This is an optimization exercise on Yosys and OpenROAD, whose aim is small area and a short achievable clock period, not a production implementation. In this exercise RTL edits were held to simulation tests only and were not proved equivalent to the original. Power figures rest on the tool's default switching activity, not on a simulated workload.

==> module axis_frame_capture, before the edit <==
module axis_frame_capture #(
  parameter int unsigned DATA_W = 32,
  parameter int unsigned DEPTH  = 64,
  parameter int unsigned ADDR_W = $clog2(DEPTH)
) (
  input  logic                       s_aclk,
  input  logic                       src_rst,
  input  logic [DATA_W-1:0]          s_axis_tdata,
  input  logic                       s_axis_tvalid,
  output logic                       s_axis_tready,
  input  logic                       s_axis_tlast,
  input  logic                       arm,
  output logic                       busy,
  output logic                       frame_done,
  output logic [ADDR_W:0]            frame_len,
  output logic                       overflow,
  output logic [DATA_W-1:0]          peak_abs,
  output logic [DATA_W+ADDR_W:0]     sum,
  input  logic [ADDR_W-1:0]          rd_addr,
  output logic [DATA_W-1:0]          rd_data
);
  localparam int unsigned SumW = DATA_W + ADDR_W + 1;
  logic                busy_q, done_q;
  logic [ADDR_W:0]     frame_len_q;
  logic [ADDR_W-1:0]   wr_ptr_q;      
  logic                overflow_q;
  logic [DATA_W-1:0]   peak_abs_q;
  logic [SumW-1:0]     sum_q;
  logic [DATA_W-1:0]   rd_data_q;
  logic                start, beat, store, clr;
  logic                sgn;
  logic [DATA_W-1:0]   sample_abs;
  logic                gt_pos, gt_neg, abs_gt;
  logic [DATA_W:0]     lo_sum;
  logic [ADDR_W:0]     hi_q, hi_inc, hi_dec, hi_d;
  logic [DATA_W-1:0]   mem [DEPTH];
  assign s_axis_tready = 1'b1;
  assign start = !busy_q && arm;
  assign clr   = src_rst || start;
  assign beat  = busy_q && s_axis_tvalid;
  assign store = beat && !frame_len_q[ADDR_W];
  assign sgn        = s_axis_tdata[DATA_W-1];
  assign gt_pos     = s_axis_tdata > peak_abs_q;
  assign gt_neg     = ~s_axis_tdata >= peak_abs_q;
  assign abs_gt     = sgn ? gt_neg : gt_pos;
  assign sample_abs = sgn ? (~s_axis_tdata + DATA_W'(1)) : s_axis_tdata;
  assign lo_sum = {1'b0, sum_q[DATA_W-1:0]} + {1'b0, s_axis_tdata};
  assign hi_q   = sum_q[SumW-1:DATA_W];
  axis_capture_incdec #(.W(ADDR_W+1)) u_incdec (.x(hi_q), .inc(hi_inc), .dec(hi_dec));
  logic [ADDR_W:0] hi_c1, hi_c0;
  assign hi_c1 = sgn ? hi_q : hi_inc;
  assign hi_c0 = sgn ? hi_dec : hi_q;
  assign hi_d  = lo_sum[DATA_W] ? hi_c1 : hi_c0;
  always_ff @(posedge s_aclk) begin
    if (clr) begin
      frame_len_q <= '0;
      wr_ptr_q    <= '0;
      overflow_q  <= 1'b0;
      peak_abs_q  <= '0;
      sum_q       <= '0;
    end else if (store) begin
      frame_len_q <= frame_len_q + (ADDR_W+1)'(1);
      wr_ptr_q    <= wr_ptr_q + ADDR_W'(1);
      sum_q       <= {hi_d, lo_sum[DATA_W-1:0]};
      if (abs_gt) peak_abs_q <= sample_abs;
    end else if (beat) begin
      overflow_q <= 1'b1;
    end
  end
  always_ff @(posedge s_aclk) begin
    if (src_rst) begin
      busy_q <= 1'b0;
      done_q <= 1'b0;
    end else if (start) begin
      busy_q <= 1'b1;
      done_q <= 1'b0;
    end else if (beat && s_axis_tlast) begin
      busy_q <= 1'b0;
      done_q <= 1'b1;
    end
  end
  always_ff @(posedge s_aclk) begin
    if (store) mem[wr_ptr_q] <= s_axis_tdata;
  end
  logic [7:0]        rd_hi, rd_lo;
  logic [DEPTH-1:0]  rd_sel;
  logic [DATA_W-1:0] rd_mux;
  logic [DATA_W-1:0] rd_g  [22];
  logic [DATA_W-1:0] rd_n4 [6];
  always_comb begin
    for (int i = 0; i < 8; i++) begin
      rd_hi[i] = !src_rst && (rd_addr[5:3] == 3'(i));
      rd_lo[i] = (rd_addr[2:0] == 3'(i));
    end
    for (int i = 0; i < DEPTH; i++) rd_sel[i] = rd_hi[i/8] && rd_lo[i%8];
  end
  for (genvar g = 0; g < 21; g++) begin : g_aoi
    for (genvar b = 0; b < DATA_W; b++) begin : g_bit
      axis_capture_aoi222 u_aoi (
        .a0(mem[3*g][b]),   .s0(rd_sel[3*g]),
        .a1(mem[3*g+1][b]), .s1(rd_sel[3*g+1]),
        .a2(mem[3*g+2][b]), .s2(rd_sel[3*g+2]),
        .y (rd_g[g][b])
      );
    end
  end
  assign rd_g[21] = ~(mem[63] & {DATA_W{rd_sel[63]}});
  always_comb begin
    for (int n = 0; n < 6; n++) begin
      rd_n4[n] = '1;
      for (int k = 0; k < 4; k++)
        if (4*n + k < 22) rd_n4[n] = rd_n4[n] & rd_g[4*n+k];
    end
    rd_mux = ~(rd_n4[0] & rd_n4[1] & rd_n4[2]) | ~(rd_n4[3] & rd_n4[4] & rd_n4[5]);
  end
  always_ff @(posedge s_aclk) rd_data_q <= rd_mux;
  assign busy       = busy_q;
  assign frame_done = done_q;
  assign frame_len  = frame_len_q;
  assign overflow   = overflow_q;
  assign peak_abs   = peak_abs_q;
  assign sum        = sum_q;
  assign rd_data    = rd_data_q;
endmodule
==> module axis_capture_incdec, before the edit <==
module axis_capture_incdec #(
  parameter int unsigned W = 7
) (
  input  logic [W-1:0] x,
  output logic [W-1:0] inc,
  output logic [W-1:0] dec
);
  assign inc = x + W'(1);
  assign dec = x - W'(1);
endmodule
clock: 5.0 ns
lec_check: 0
cap_margin: 20
core_margin: 2
core_utilization: 65
cts_buf_list: sky130_fd_sc_hd__clkbuf_16
cts_cluster_diameter: 100
cts_cluster_size: 30
place_density: 0.75
setup_slack_margin: 2.0
slew_margin: 20
synth_hierarchical: 1
synth_minimum_keep_size: 0
standard.sh (not shown) runs the stock make flow with config.mk's settings and CLKGATE_MAP_FILE= SYNTH_SCRIPT=/design/flow/synth_recipe.tcl, a recipe that flattens the netlist after the stock synthesis.
==> flow/flow/run.sh <==
#!/bin/bash
# Standard layout, but ports get a plain buffer instead of the slow default port buffer,
# and synthesis leaves adders to ABC instead of extracting half/full-adder cells.
set -euo pipefail
export BUFFER_PORTS_ARGS="-buffer_cell sky130_fd_sc_hd__buf_2"
bash standard.sh ADDER_MAP_FILE= finish > standard.log 2>&1
Rerun with:
--- a/flow/design.v
+++ b/flow/design.v
@@ -23,5 +23,4 @@
   logic                busy_q, done_q;
   logic [ADDR_W:0]     frame_len_q;
-  logic [ADDR_W-1:0]   wr_ptr_q;      
   logic                overflow_q;
   logic [DATA_W-1:0]   peak_abs_q;
@@ -47,13 +46,15 @@
   assign lo_sum = {1'b0, sum_q[DATA_W-1:0]} + {1'b0, s_axis_tdata};
   assign hi_q   = sum_q[SumW-1:DATA_W];
-  axis_capture_incdec #(.W(ADDR_W+1)) u_incdec (.x(hi_q), .inc(hi_inc), .dec(hi_dec));
-  logic [ADDR_W:0] hi_c1, hi_c0;
-  assign hi_c1 = sgn ? hi_q : hi_inc;
-  assign hi_c0 = sgn ? hi_dec : hi_q;
-  assign hi_d  = lo_sum[DATA_W] ? hi_c1 : hi_c0;
+  assign hi_inc = hi_q + (ADDR_W+1)'(1);
+  assign hi_dec = hi_q - (ADDR_W+1)'(1);
+  logic sel_inc, sel_dec, sel_keep;
+  assign sel_inc  = lo_sum[DATA_W] && !sgn;
+  assign sel_dec  = !lo_sum[DATA_W] && sgn;
+  assign sel_keep = lo_sum[DATA_W] == sgn;
+  assign hi_d = ({(ADDR_W+1){sel_inc}} & hi_inc) | ({(ADDR_W+1){sel_dec}} & hi_dec) |
+                ({(ADDR_W+1){sel_keep}} & hi_q);
   always_ff @(posedge s_aclk) begin
     if (clr) begin
       frame_len_q <= '0;
-      wr_ptr_q    <= '0;
       overflow_q  <= 1'b0;
       peak_abs_q  <= '0;
@@ -61,5 +62,4 @@
     end else if (store) begin
       frame_len_q <= frame_len_q + (ADDR_W+1)'(1);
-      wr_ptr_q    <= wr_ptr_q + ADDR_W'(1);
       sum_q       <= {hi_d, lo_sum[DATA_W-1:0]};
       if (abs_gt) peak_abs_q <= sample_abs;
@@ -81,5 +81,5 @@
   end
   always_ff @(posedge s_aclk) begin
-    if (store) mem[wr_ptr_q] <= s_axis_tdata;
+    if (store) mem[frame_len_q[ADDR_W-1:0]] <= s_axis_tdata;
   end
   logic [7:0]        rd_hi, rd_lo;
@@ -129,12 +129,2 @@
   assign y = ~((a0 & s0) | (a1 & s1) | (a2 & s2));
 endmodule
-module axis_capture_incdec #(
-  parameter int unsigned W = 7
-) (
-  input  logic [W-1:0] x,
-  output logic [W-1:0] inc,
-  output logic [W-1:0] dec
-);
-  assign inc = x + W'(1);
-  assign dec = x - W'(1);
-endmodule
Effect: The changed run finished clean. Flip-flop and latch count came out lower by 6. Sequential share of layout area goes up by 0.50 points. Synthesized cell count went down by 1.2%. Combinational power is about the same. Count of clock-buffer cells in the layout falls by 3.

==> afterwards: timing with drivers on the ports <==
In the flow no input, the clock included, has a driving cell. The finished layouts below were timed again as built, in two steps.
Step 1 (the two cells are an assumption about what drives the block):
set clk [get_ports {s_aclk}]
set_driving_cell -lib_cell sky130_fd_sc_hd__clkbuf_16 $clk
set_driving_cell -lib_cell sky130_fd_sc_hd__buf_2 [delete_from_list [all_inputs] $clk]
Step 2 adds t to the input delays and takes it off the output delays; t is the mean of the earliest and latest rising clock arrival at the registers after step 1. Input paths then give back, and output paths get back, about the clock's delay inside the block.
Three values: ideal ports, drivers, drivers and shift; two values: the first two.
run	t, ns	setup WS [ns]	slew at the worst register clock pin (ns)
the first run	0.788	1.523 / 1.506 / 0.718	0.12 / 0.12
the second run	0.803	1.662 / 1.636 / 0.833	0.12 / 0.12
After both steps setup and hold are still met in every run listed. The setup slack of the second run, which loses most, moves by -0.026 ns with the drivers and by -0.829 ns with both steps.
